What follows belongs to an exercise in optimizing a design on an open flow for small area; a production flow would make more cautious choices.
The RTL was checked by simulation tests, not by an equivalence proof against the original design.

==> flow/design.v (excerpt) <==
module prbs_link_top #(
   parameter int WORD_W     = prbs_link_pkg::DEF_WORD_W,
   parameter int NUM_LANES  = prbs_link_pkg::DEF_NUM_LANES,
   parameter int LOCK_WORDS = prbs_link_pkg::DEF_LOCK_WORDS
) (
   input  logic                                       clk_i,
   input  logic                                       rst_i,
   input  logic [NUM_LANES-1:0][WORD_W-1:0]           rx_words_i,
   input  logic [prbs_link_pkg::sel_w(NUM_LANES)-1:0] chan_sel_i,
   input  logic [prbs_link_pkg::INIT_W-1:0]           err_init_i,
   output logic [WORD_W-1:0]                          tx_word_o,
   output logic [prbs_link_pkg::TOT_W-1:0]            status_o,
   output logic                                       err_flag_o,
   output logic [NUM_LANES-1:0]                       aligned_o
);
   logic                              vld_q;
   logic                              go;
   logic [NUM_LANES-1:0]              lane_aligned;
   logic [NUM_LANES-1:0]              lane_err;
   logic [NUM_LANES-1:0][TOT_W-1:0]   lane_total;
   always_ff @(posedge clk_i)
   begin
      vld_q <= ~rst_i;
   end
   assign go = vld_q & ~rst_i;
   prbs7_gen #(
      .WORD_W (WORD_W)
   ) u_gen (
      .clk_i  (clk_i),
      .rst_i  (rst_i),
      .vld_i  (vld_q),
      .word_o (tx_word_o)
   );
  ...
==> flow/config.mk <==
export PLATFORM = sky130hd
export DESIGN_NAME = prbs_link_top
export DESIGN_NICKNAME = prbs_link_top
export VERILOG_FILES = /design/flow/design.v
export SDC_FILE = /design/flow/constraint.sdc
export NUM_CORES = 4
export LEC_CHECK = 0
export CAP_MARGIN = 10
export CORE_MARGIN = 2
export CORE_UTILIZATION = 60
export GPL_TIMING_DRIVEN = 0
export SLEW_MARGIN = 10
export SYNTH_HIERARCHICAL = 1
==> flow/constraint.sdc <==
create_clock -name core_clock -period 12.0 [get_ports {clk_i}]
set_input_delay 2.4000 -clock core_clock [delete_from_list [all_inputs] [get_ports {clk_i}]]
set_output_delay 2.4000 -clock core_clock [all_outputs]
set_load 0.01 [all_outputs]
standard.sh (not shown) runs the stock make flow with config.mk's settings and CLKGATE_MAP_FILE= SYNTH_SCRIPT=/design/flow/synth_recipe.tcl, a recipe that flattens the netlist after the stock synthesis.
==> flow/flow/run.sh <==
#!/bin/bash
set -o pipefail
export BUFFER_PORTS_ARGS="-buffer_cell sky130_fd_sc_hd__buf_1"
export CTS_ARGS="-sink_clustering_enable -repair_clock_nets -dont_use_dummy_load -buf_list sky130_fd_sc_hd__clkbuf_4 -sink_clustering_size 10 -sink_clustering_max_diameter 40"
export REMOVE_ABC_BUFFERS=1
bash standard.sh REMOVE_ABC_BUFFERS=1 finish > standard.log 2>&1
Next try:
==> flow/flow/run.sh (replaced) <==
#!/bin/bash
set -o pipefail
export BUFFER_PORTS_ARGS="-buffer_cell sky130_fd_sc_hd__buf_1"
export CTS_ARGS="-sink_clustering_enable -repair_clock_nets -dont_use_dummy_load -buf_list sky130_fd_sc_hd__clkbuf_8 -sink_clustering_size 16 -sink_clustering_max_diameter 50"
bash standard.sh > standard.log 2>&1
Settings changed: GPL_TIMING_DRIVEN 0 to default.
Outcome:
- synthesized area does not change
- sequential share of layout area goes down by 0.13 points
- global-route usage is about the same

* * *

Setup of job 1876:
Starting RTL as in the previous note.
clock: 12.0 ns
lec_check: 0
cap_margin: 10
core_margin: 2
core_utilization: 60
gpl_timing_driven: 0
slew_margin: 10
synth_hierarchical: 1
==> flow/flow/run.sh <==
#!/bin/bash
set -o pipefail
export BUFFER_PORTS_ARGS="-buffer_cell sky130_fd_sc_hd__buf_1"
export CTS_ARGS="-sink_clustering_enable -repair_clock_nets -dont_use_dummy_load -buf_list sky130_fd_sc_hd__clkbuf_8 -sink_clustering_size 16 -sink_clustering_max_diameter 50"
bash standard.sh > standard.log 2>&1
Modified inputs, job 4909 compared to job 1876
diff --git a/flow/config.mk b/flow/config.mk
--- a/flow/config.mk
+++ b/flow/config.mk
@@ -9,3 +9,3 @@
 export CORE_MARGIN = 2
-export CORE_UTILIZATION = 60
+export CORE_UTILIZATION = 75
 export GPL_TIMING_DRIVEN = 0
## What came out
Die area was lower in job 4909 than in job 1876. Compared with job 1876, cell count in job 4909 decreased by a few percent. Job 1876 → job 4909: sequential share of layout area closely matched the old numbers; total negative setup slack closely matched the old numbers.

[port drivers added, routing unchanged]
No port has a modelled driver above. Below, the same layouts with a new extraction and two added sets of constraints. Step 1: set_driving_cell puts a clkbuf_16 on clk_i and a buf_2 on each other input, an assumption about the parent block. Step 2, shift: input delay + t, output delay - t, t = (earliest + latest rising clock arrival at the registers) / 2. This alone moves slack from input paths to output paths. Slacks: no drivers / after step 1 / after step 2; pairs: no drivers / after step 1.
| run | t, ns | slack for setup (ns) | slew at the worst register clock pin (ns) | worst slew at a driven data input, ns |
|---|---|---|---|---|
| the first run of note 1 | 0.790 | 0.585 / 0.601 / -0.189 | 0.11 / 0.11 | 0.18 |
| the second run of note 1 | 0.663 | 0.615 / 0.640 / -0.023 | 0.10 / 0.10 | 0.19 |
| job 1876 | 0.652 | 0.415 / 0.443 / -0.209 | 0.10 / 0.10 | 0.18 |
| job 4909 | 0.645 | 0.386 / 0.406 / -0.240 | 0.11 / 0.11 | 0.13 |
With both steps, setup timing fails in every run listed, where it was met with ideal ports. For the first run of note 1, which loses most, drivers alone change the setup slack by +0.016 ns; drivers and shift together by -0.774 ns.
